What follows belongs to an exercise in optimizing a design on an open flow for small area and a short achievable clock period; a production flow would make more cautious choices. Only simulation tests tie the RTL to the original design; equivalence was not proved. Power figures rest on the tool's default switching activity, not on a simulated workload.

==> flow/design.v <==
package pwm_multi_pkg;
  localparam logic [1:0] REG_COUNT = 2'd0;
  localparam logic [1:0] REG_ON    = 2'd1;
  localparam logic [1:0] REG_OFF   = 2'd2;
  localparam logic [1:0] REG_CTRL  = 2'd3;
  localparam int CTRL_LEVEL      = 0;
  localparam int CTRL_RUNNING    = 1;
  localparam int CTRL_ONE_SHOT   = 2;
  localparam int CTRL_POS_IRQ_EN = 3;
  localparam int CTRL_NEG_IRQ_EN = 4;
  localparam int CTRL_POS_FLAG   = 5;
  localparam int CTRL_NEG_FLAG   = 6;
  localparam int CTRL_INVERT     = 7;
endpackage
module pwm_channel (
  input  logic        clk_i,
  input  logic        rst_i,
  input  logic [31:0] wd_i,        
  input  logic        wd_zero_i,   
  input  logic        cnt_wr_i,    
  input  logic        on_ld_i,     
  input  logic        off_ld_i,    
  input  logic        ctrl_wr_i,   
  output logic [31:0] cnt_o,
  output logic [31:0] on_o,
  output logic [31:0] off_o,
  output logic [7:0]  ctrl_o,
  output logic        out_o,
  output logic        irq_o        
);
  logic [31:0] cnt_q, on_q, off_q, offa_q;
  logic level_q, running_q, one_shot_q, pos_en_q, neg_en_q, pos_flag_q, neg_flag_q, invert_q;
  logic        zero;
  logic [31:0] zl;         
  logic        start, stop, act, load_on, load_off, dec, os_end;
  logic        s_on, s_off, s_cnt;
  logic [31:0] pz [6];
  always_comb begin
    pz[0] = ~cnt_q;
    for (int l = 0; l < 5; l++) begin
      for (int i = 0; i < 32; i++) begin
        if ((i >> l) & 1) pz[l+1][i] = pz[l][i] & pz[l][((i >> l) << l) - 1];
        else              pz[l+1][i] = pz[l][i];
      end
    end
  end
  assign zl   = {pz[5][30:0], 1'b1};
  logic z_q, on_z_q, off_z_q, offa_z_q, cnt_one;
  assign zero    = z_q;
  assign cnt_one = cnt_q[0] & ~|cnt_q[31:1];
  assign start    = ctrl_wr_i & wd_i[1] & ~running_q;
  assign stop     = ctrl_wr_i & ~wd_i[1] & running_q;
  assign act      = running_q & ~stop;
  assign load_on  = start | (act & zero & ~level_q);
  assign load_off = act & zero & level_q & ~one_shot_q;
  assign os_end   = act & zero & level_q & one_shot_q;
  assign dec      = act & ~zero;
  assign s_on  = ~cnt_wr_i & load_on;
  assign s_off = ~cnt_wr_i & load_off;
  assign s_cnt = ~cnt_wr_i & ~start;
  logic [31:0] cnt_d;
  assign cnt_d = ({32{cnt_wr_i}} & wd_i) | ({32{s_on}} & on_q) | ({32{s_off}} & offa_q) |
                 ({32{s_cnt}} & (cnt_q ^ ({32{dec}} & zl)));
  logic z_d;
  always_comb begin
    if (cnt_wr_i)   z_d = wd_zero_i;
    else if (s_on)  z_d = on_z_q;
    else if (s_off) z_d = offa_z_q;
    else if (dec)   z_d = cnt_one;
    else            z_d = z_q;
  end
  always_ff @(posedge clk_i) begin
    cnt_q <= cnt_d;
    z_q   <= z_d;
    if (on_ld_i)  on_z_q  <= wd_zero_i;
    if (off_ld_i) off_z_q <= wd_zero_i;
    if (!level_q) offa_z_q <= off_z_q;
    if (on_ld_i)  on_q  <= wd_i;
    if (off_ld_i) off_q <= wd_i;
    if (!level_q) offa_q <= off_q;
  end
  logic level_d, running_d, one_shot_d, pos_en_d, neg_en_d, pos_flag_d, neg_flag_d, invert_d;
  logic out_q;
  always_comb begin
    level_d    = load_on | (level_q & ~(stop | load_off | os_end));
    running_d  = ctrl_wr_i ? wd_i[1] : running_q;
    one_shot_d = ctrl_wr_i ? wd_i[2] : one_shot_q;
    pos_en_d   = ctrl_wr_i ? wd_i[3] : pos_en_q;
    neg_en_d   = ctrl_wr_i ? wd_i[4] : neg_en_q;
    invert_d   = ctrl_wr_i ? wd_i[7] : invert_q;
    pos_flag_d = load_on | (pos_flag_q & ~(ctrl_wr_i & wd_i[5]));
    neg_flag_d = load_off | os_end | (neg_flag_q & ~(ctrl_wr_i & wd_i[6]));
    if (os_end) running_d = 1'b0;
    if (rst_i) begin
      level_d    = 1'b0;
      running_d  = 1'b0;
      one_shot_d = 1'b0;
      pos_en_d   = 1'b0;
      neg_en_d   = 1'b0;
      pos_flag_d = 1'b0;
      neg_flag_d = 1'b0;
      invert_d   = 1'b0;
    end
  end
  always_ff @(posedge clk_i) begin
    level_q    <= level_d;
    running_q  <= running_d;
    one_shot_q <= one_shot_d;
    pos_en_q   <= pos_en_d;
    neg_en_q   <= neg_en_d;
    pos_flag_q <= pos_flag_d;
    neg_flag_q <= neg_flag_d;
    invert_q   <= invert_d;
    out_q      <= level_d ^ invert_d;
  end
  assign cnt_o  = cnt_q;
  assign on_o   = on_q;
  assign off_o  = off_q;
  assign ctrl_o = {invert_q, neg_flag_q, pos_flag_q, neg_en_q, pos_en_q, one_shot_q, running_q, level_q};
  assign out_o  = out_q;
  assign irq_o  = (pos_flag_d & pos_en_d) | (neg_flag_d & neg_en_d);   
endmodule
module pwm_multi
#(
  parameter int NUM_CHANNELS  = 8,
  parameter int COUNTER_WIDTH = 32,
  localparam int ADDR_W       = $clog2(NUM_CHANNELS) + 2
) (
  input  logic                    csi_clk,
  input  logic                    rsi_reset,
  input  logic [ADDR_W-1:0]       avs_s0_address,
  input  logic                    avs_s0_read,
  input  logic                    avs_s0_write,
  input  logic [31:0]             avs_s0_writedata,
  output logic [31:0]             avs_s0_readdata,
  output logic                    ins_irq_n,
  output logic [NUM_CHANNELS-1:0] coe_conduit_output
);
  localparam int NCH = 8;
  logic [31:0] wd;
  logic [NCH-1:0] ch_sel;
  logic [3:0]     reg_sel;
  logic [NCH-1:0] irq_vec;
  logic [31:0]    cnt [NCH];
  logic [31:0]    on  [NCH];
  logic [31:0]    off [NCH];
  logic [7:0]     ctrl[NCH];
  logic [31:0]    readdata_q;
  logic wd_zero;
  assign wd      = avs_s0_writedata & {32{~rsi_reset}};
  assign wd_zero = ~|wd;
  always_comb begin
    for (int i = 0; i < NCH; i++) ch_sel[i] = (avs_s0_address[4:2] == 3'(i));
    for (int r = 0; r < 4; r++)   reg_sel[r] = (avs_s0_address[1:0] == 2'(r));
  end
  generate
    for (genvar g = 0; g < NCH; g++) begin : g_ch
      logic we;
      assign we = avs_s0_write & ch_sel[g];
      pwm_channel u_ch (
        .clk_i     (csi_clk),
        .rst_i     (rsi_reset),
        .wd_i      (wd),
        .wd_zero_i (wd_zero),
        .cnt_wr_i  (rsi_reset | (we & reg_sel[0])),
        .on_ld_i   (rsi_reset | (we & reg_sel[1])),
        .off_ld_i  (rsi_reset | (we & reg_sel[2])),
        .ctrl_wr_i (we & reg_sel[3]),
        .cnt_o     (cnt[g]),
        .on_o      (on[g]),
        .off_o     (off[g]),
        .ctrl_o    (ctrl[g]),
        .out_o     (coe_conduit_output[g]),
        .irq_o     (irq_vec[g])
      );
    end
  endgenerate
  logic        rd_en, hold;
  logic [31:0] rd_d;
  assign rd_en = avs_s0_read & ~rsi_reset;
  assign hold  = ~avs_s0_read & ~rsi_reset;
  always_comb begin
    rd_d = readdata_q & {32{hold}};
    for (int i = 0; i < NCH; i++) begin
      rd_d = rd_d | (cnt[i]          & {32{rd_en & ch_sel[i] & reg_sel[0]}});
      rd_d = rd_d | (on[i]           & {32{rd_en & ch_sel[i] & reg_sel[1]}});
      rd_d = rd_d | (off[i]          & {32{rd_en & ch_sel[i] & reg_sel[2]}});
      rd_d = rd_d | ({24'd0, ctrl[i]} & {32{rd_en & ch_sel[i] & reg_sel[3]}});
    end
  end
  always_ff @(posedge csi_clk) readdata_q <= rd_d;
  assign avs_s0_readdata = readdata_q;
  logic irq_n_q;
  always_ff @(posedge csi_clk) irq_n_q <= ~|irq_vec;
  assign ins_irq_n       = irq_n_q;
endmodule
make LEC_CHECK=0 CAP_MARGIN=20 CORE_MARGIN=2 CORE_UTILIZATION=45 CTS_CLUSTER_DIAMETER=60 CTS_CLUSTER_SIZE=20 SETUP_SLACK_MARGIN=2.4 SLEW_MARGIN=20 finish   # period 5.0 ns
run.sh (not shown) runs the stock make flow with config.mk's settings and CLKGATE_MAP_FILE= SYNTH_SCRIPT=/design/flow/synth_recipe.tcl, a recipe that flattens the netlist after the stock synthesis.
The starting point finished with timing, DRC and antenna clean.
Edit:
CORE_UTILIZATION = 50   (was 45)
CTS_CLUSTER_DIAMETER = 100   (was 60)
CTS_CLUSTER_SIZE = 25   (was 20)
GPL_ROUTABILITY_DRIVEN = 0   (was default)
SETUP_SLACK_MARGIN = 2.3   (was 2.4)
Effect: The changed run produced a clean layout; power decreases by 17%; die area decreases by 9.9%; worst hold slack hardly moves; via count barely changes; sequential cell count is unchanged; final area decreases by 4.1%; global-route usage increases by 3.7 points; routed wire length decreases by 3.0%.
Edit:
==> flow/flow/run.sh (new file) <==
#!/bin/bash
# Own flow: the standard layout (standard.sh, standard synthesis) with one change: the
# port buffers that ORFS's global placement inserts on every input and output are plain
# sky130_fd_sc_hd__buf_4 cells instead of the delay cell buffer_ports picks by default.
set -euo pipefail
W=$(pwd)
bash "$W/standard.sh" "BUFFER_PORTS_ARGS=-buffer_cell sky130_fd_sc_hd__buf_4" finish > "$W/flow_make.log" 2>&1
test -f "$W/out/final.def"
==> flow/standard.sh (new file) <==
#!/bin/bash
# synth_recipe.tcl (not shown) runs the flow's synth.tcl, then flattens the netlist and writes it again
# the make line also repeats each setting of config.mk as NAME=value (left out here)
make -C /OpenROAD-flow-scripts/flow DESIGN_CONFIG=/design/flow/config.mk WORK_HOME=/design/flow/orfs CLKGATE_MAP_FILE= SYNTH_SCRIPT=/design/flow/synth_recipe.tcl "${@:-finish}"
GPL_ROUTABILITY_DRIVEN = default   (was 0)
removed: flow/run.sh
The changed run ran to the end with no violations.
Clock power barely changes.
First-iteration DRC count came out lower by 4.7%.
Cell count came out lower by about 2.3%.
Design area came out lower by about 3.5%.
Sequential cell count stays the same.
Count of clock-buffer cells in the layout came out lower by 3.
Edit:
==> flow/flow/run.sh (replaced) <==
#!/bin/bash
# Own flow: the standard layout (standard.sh), with one change: ABC maps the combinational
# logic with a delay-targeted script (flow/abc_speed.script) instead of ORFS's default one.
# Synthesis is otherwise the standard one (same Yosys passes, same registers and names).
set -euo pipefail
W=$(pwd)
# A copy of ORFS's scripts with only abc_speed.script replaced.
rm -rf "$W/scripts_abc"
cp -r "$FLOW_HOME/scripts" "$W/scripts_abc"
cp "$W/flow/abc_speed.script" "$W/scripts_abc/abc_speed.script"
bash "$W/standard.sh" SCRIPTS_DIR="$W/scripts_abc" finish > "$W/flow_make.log" 2>&1
test -f "$W/out/final.def"
==> flow/flow/abc_speed.script (new file) <==
strash
dch
map -D 1200
topo
buffer -p
upsize -D 1200
dnsize -D 1200
CORE_UTILIZATION = 45   (was 50)
CTS_CLUSTER_DIAMETER = 60   (was 100)
CTS_CLUSTER_SIZE = 20   (was 25)
SETUP_SLACK_MARGIN = 2.5   (was 2.3)
Via count climbs by 5.9%.
Clock-buffer cell count goes up by 41.
Total power climbs by 24%.
Critical path depth increases by 5.
Area after synthesis grows by 2.5%.
Non-clock buffer count increases by 149.
Edit:
==> flow/flow/run.sh (replaced) <==
#!/bin/bash
# Own flow: the standard layout (standard.sh, standard synthesis) with one change: the
# port buffers that ORFS's global placement inserts on every input and output are plain
# sky130_fd_sc_hd__buf_4 cells instead of the delay cell buffer_ports picks by default.
set -euo pipefail
W=$(pwd)
bash "$W/standard.sh" "BUFFER_PORTS_ARGS=-buffer_cell sky130_fd_sc_hd__buf_4" finish > "$W/flow_make.log" 2>&1
test -f "$W/out/final.def"
CORE_UTILIZATION = 50   (was 45)
CTS_CLUSTER_DIAMETER = 100   (was 60)
CTS_CLUSTER_SIZE = 25   (was 20)
SETUP_SLACK_MARGIN = 2.4   (was 2.5)
removed: flow/flow/abc_speed.script
Outcome: The new run completed without violations. Wire length came out higher by 7.1%. Sequential power hardly moves. Maximum frequency rises by 1.2%.
Edit:
==> flow/run.sh (new file) <==
#!/bin/bash
# synth_recipe.tcl (not shown) runs the flow's synth.tcl, then flattens the netlist and writes it again
# the make line also repeats each setting of config.mk as NAME=value (left out here)
make -C /OpenROAD-flow-scripts/flow DESIGN_CONFIG=/design/flow/config.mk WORK_HOME=/design/flow/orfs CLKGATE_MAP_FILE= SYNTH_SCRIPT=/design/flow/synth_recipe.tcl finish
SETUP_SLACK_MARGIN = 2.3   (was 2.4)
removed: flow/flow/run.sh
removed: flow/standard.sh
What happened: The changed run completed without violations. Cell area falls slightly. Wire length falls by a few percent. Sequential power is about the same. Sequential share of layout area rises by 0.88 points. Die area is unchanged. Cell count falls slightly. Via count falls by a few percent. Clock power falls slightly.

run 1:
pwm_multi, a different RTL version from the one above (not shown whole).
Size in the first run: ~82 I/O pins, roughly 48,000 um^2 of cells after synthesis.
clock: 5.0 ns
lec_check: 0
cap_margin: 20
core_margin: 2
core_utilization: 45
cts_cluster_diameter: 100
cts_cluster_size: 25
setup_slack_margin: 2.3
slew_margin: 20
standard.sh (not shown) runs the stock make flow with config.mk's settings and CLKGATE_MAP_FILE= SYNTH_SCRIPT=/design/flow/synth_recipe.tcl, a recipe that flattens the netlist after the stock synthesis.
==> flow/flow/run.sh <==
#!/bin/bash
# Own flow: the standard layout (standard.sh, standard synthesis) with one change: the
# port buffers that ORFS's global placement inserts on every input and output are plain
# sky130_fd_sc_hd__buf_4 cells instead of the delay cell buffer_ports picks by default.
set -euo pipefail
W=$(pwd)
bash "$W/standard.sh" "BUFFER_PORTS_ARGS=-buffer_cell sky130_fd_sc_hd__buf_4" finish > "$W/flow_make.log" 2>&1
test -f "$W/out/final.def"
Run 1 ran to completion and came out clean on the timing, DRC and antenna checks.
Relative to run 1, the following input files were edited for run 2:
diff --git a/flow/config.mk b/flow/config.mk
--- a/flow/config.mk
+++ b/flow/config.mk
@@ -10 +10 @@
-export CORE_UTILIZATION = 45
+export CORE_UTILIZATION = 55
@@ -12,0 +13 @@
+export PLACE_DENSITY = 0.7
- Compared with run 1, run 2 shows a higher multi-input combinational cell area.
- Run 1 reports its timing startpoint of the critical path as avs_s0_address[4] while run 2 reports avs_s0_write.
- Number of inserted diodes (higher): run 2
- Going from run 1 to run 2, peak fanout along the critical path shrinks by 7.
Input-level comparison between run 3 and run 2:
==> flow/run.sh (new file) <==
#!/bin/bash
# synth_recipe.tcl (not shown) runs the flow's synth.tcl, then flattens the netlist and writes it again
# the make line also repeats each setting of config.mk as NAME=value (left out here)
make -C /OpenROAD-flow-scripts/flow DESIGN_CONFIG=/design/flow/config.mk WORK_HOME=/design/flow/orfs CLKGATE_MAP_FILE= SYNTH_SCRIPT=/design/flow/synth_recipe.tcl finish
diff --git a/flow/config.mk b/flow/config.mk
--- a/flow/config.mk
+++ b/flow/config.mk
@@ -10 +10 @@
-export CORE_UTILIZATION = 55
+export CORE_UTILIZATION = 50
@@ -13 +12,0 @@
-export PLACE_DENSITY = 0.7
@@ -15,0 +15 @@
+export TNS_END_PERCENT = 30
removed: flow/flow/run.sh
removed: flow/standard.sh
[summary]
Proportion of cell area occupied by multi-input gates (lower): run 3. There was hardly any difference in combinational cell fraction of total power between run 3 and run 2. Vias: run 3 below run 2. Run 3: count of clock-net buffers in the final layout 2 above run 2. In terms of leakage power of the design, run 2 and run 3 differ only marginally. Run 3 ends up with lower logic depth of the worst path, buffers included than run 2 does.
The inputs of run 4 differ from those of run 3 as listed below.
==> flow/flow/run.sh (new file) <==
#!/bin/bash
# Own flow: the standard layout (standard.sh, standard synthesis) with one change: the
# port buffers that ORFS's global placement inserts on every input and output are plain
# sky130_fd_sc_hd__buf_4 cells instead of the delay cell buffer_ports picks by default.
set -euo pipefail
W=$(pwd)
bash "$W/standard.sh" "BUFFER_PORTS_ARGS=-buffer_cell sky130_fd_sc_hd__buf_4" finish > "$W/flow_make.log" 2>&1
test -f "$W/out/final.def"
==> flow/standard.sh (new file) <==
#!/bin/bash
# synth_recipe.tcl (not shown) runs the flow's synth.tcl, then flattens the netlist and writes it again
# the make line also repeats each setting of config.mk as NAME=value (left out here)
make -C /OpenROAD-flow-scripts/flow DESIGN_CONFIG=/design/flow/config.mk WORK_HOME=/design/flow/orfs CLKGATE_MAP_FILE= SYNTH_SCRIPT=/design/flow/synth_recipe.tcl "${@:-finish}"
diff --git a/flow/config.mk b/flow/config.mk
--- a/flow/config.mk
+++ b/flow/config.mk
@@ -13 +13 @@
-export SETUP_SLACK_MARGIN = 2.3
+export SETUP_SLACK_MARGIN = 2.6
@@ -15 +14,0 @@
-export TNS_END_PERCENT = 30
removed: flow/run.sh
Results
Summary of run 4 over run 3: global-route usage grew by 3.8 points; sequential cell count held steady. Per the comparison of run 4 with run 3, setup slack grew by 110 ps; final cycle utilization of the critical path shrank by 2.3 points; clock skew grew by 9.9 ps; part of the power in the clock network shrank by 0.3 points. Run 4 against run 3: sequential share of layout area decreased 5.0 points, first-iteration DRC count increased 1,077, required time reported for the critical path endpoint increased 20 ps, sequential share of power decreased 1.5 points, peak fanout along the critical path decreased 18.
Changes in run 5 relative to run 4:
==> flow/run.sh (new file) <==
#!/bin/bash
# synth_recipe.tcl (not shown) runs the flow's synth.tcl, then flattens the netlist and writes it again
# the make line also repeats each setting of config.mk as NAME=value (left out here)
make -C /OpenROAD-flow-scripts/flow DESIGN_CONFIG=/design/flow/config.mk WORK_HOME=/design/flow/orfs CLKGATE_MAP_FILE= SYNTH_SCRIPT=/design/flow/synth_recipe.tcl finish
diff --git a/flow/config.mk b/flow/config.mk
--- a/flow/config.mk
+++ b/flow/config.mk
@@ -13 +13 @@
-export SETUP_SLACK_MARGIN = 2.6
+export SETUP_SLACK_MARGIN = 2.3
removed: flow/flow/run.sh
removed: flow/standard.sh
- Run 5 closes out successfully: all stages finished, all timing, DRC and antenna checks passed.
- Between run 4 and run 5, the flow reports number of fill cells increasing by a little under 10%.
- Cell count: run 5 vs run 4 down 4.1%
- In run 5 relative to run 4, final wirelength had gone down by more than 10%.
- Diff run 4..run 5 | full die area | negligible
Inputs modified between run 5 and run 6:
diff --git a/flow/config.mk b/flow/config.mk
--- a/flow/config.mk
+++ b/flow/config.mk
@@ -13 +13 @@
-export SETUP_SLACK_MARGIN = 2.3
+export SETUP_SLACK_MARGIN = 2.4
[summary]
- On run 6: signed area change from the synthesized netlist to the final layout is 2.2 points higher than what run 5 gave.
- The critical path depth of run 6 falls short of that of run 5 by 3.
- [compare] base=run 5 new=run 6: vertical extent of the die flat; sequential share of cell area went down 1.0 points; multi-input gate area in the final layout went up by 3.7%.
- Run 5 -> run 6: timing-limited maximum frequency flat
- Run 5 → run 6: non-clock inverter instance count of the final layout increased by about 1.4% relative to the old numbers; arrival time reported for the critical path endpoint ~0 delta; combinational share of power picked up an extra 0.3 points.
- Final worst-path cycle share: run 5 vs run 6, no meaningful difference
- Run 6 | stages: all done | timing, DRC, antenna: all pass
- | number of filler instances in the final layout | run 6 vs run 5 | 300 lower |

==> port drivers added, routing unchanged <==
Ports are ideal in the flow. The routed layouts listed here were re-timed in OpenROAD.
Step 1 assumes that a clkbuf_16 drives the clock port and a buf_2 every other input.
Step 2 times the ports against the registers' clock, not the clock port: input delays grow and output delays shrink by t, the midpoint of the rising clock arrivals with the driver on.
a / b / c = ideal / step 1 / step 2; a / b = the first two.
run | t, ns | setup WS [ns] | worst setup path after step 2
the first run of note 1 | 0.810 | 2.178 / 2.115 / 1.304 | input to register
the second run of note 1 | 0.768 | 2.212 / 2.072 / 1.304 | input to register
the third run of note 1 | 0.800 | 2.153 / 2.153 / 1.439 | input to register
the fourth run of note 1 | 0.784 | 2.220 / 2.122 / 1.339 | input to register
the fifth run of note 1 | 0.817 | 2.251 / 2.142 / 1.325 | input to register
the sixth run of note 1 | 0.789 | 2.187 / 2.200 / 1.417 | input to register
run 1 | 0.795 | 2.030 / 2.029 / 1.234 | input to register
run 2 | 0.760 | 2.074 / 2.086 / 1.327 | input to register
run 3 | 0.787 | 2.146 / 2.187 / 1.400 | input to register
run 4 | 0.810 | 2.260 / 2.280 / 1.470 | input to register
run 5 | 0.784 | 2.174 / 2.194 / 1.442 | input to register
run 6 | 0.809 | 2.168 / 2.168 / 1.454 | input to register
After both steps setup and hold are still met in every run listed. For the fifth run of note 1, which loses most, drivers alone change the setup slack by -0.109 ns; drivers and shift together by -0.926 ns.
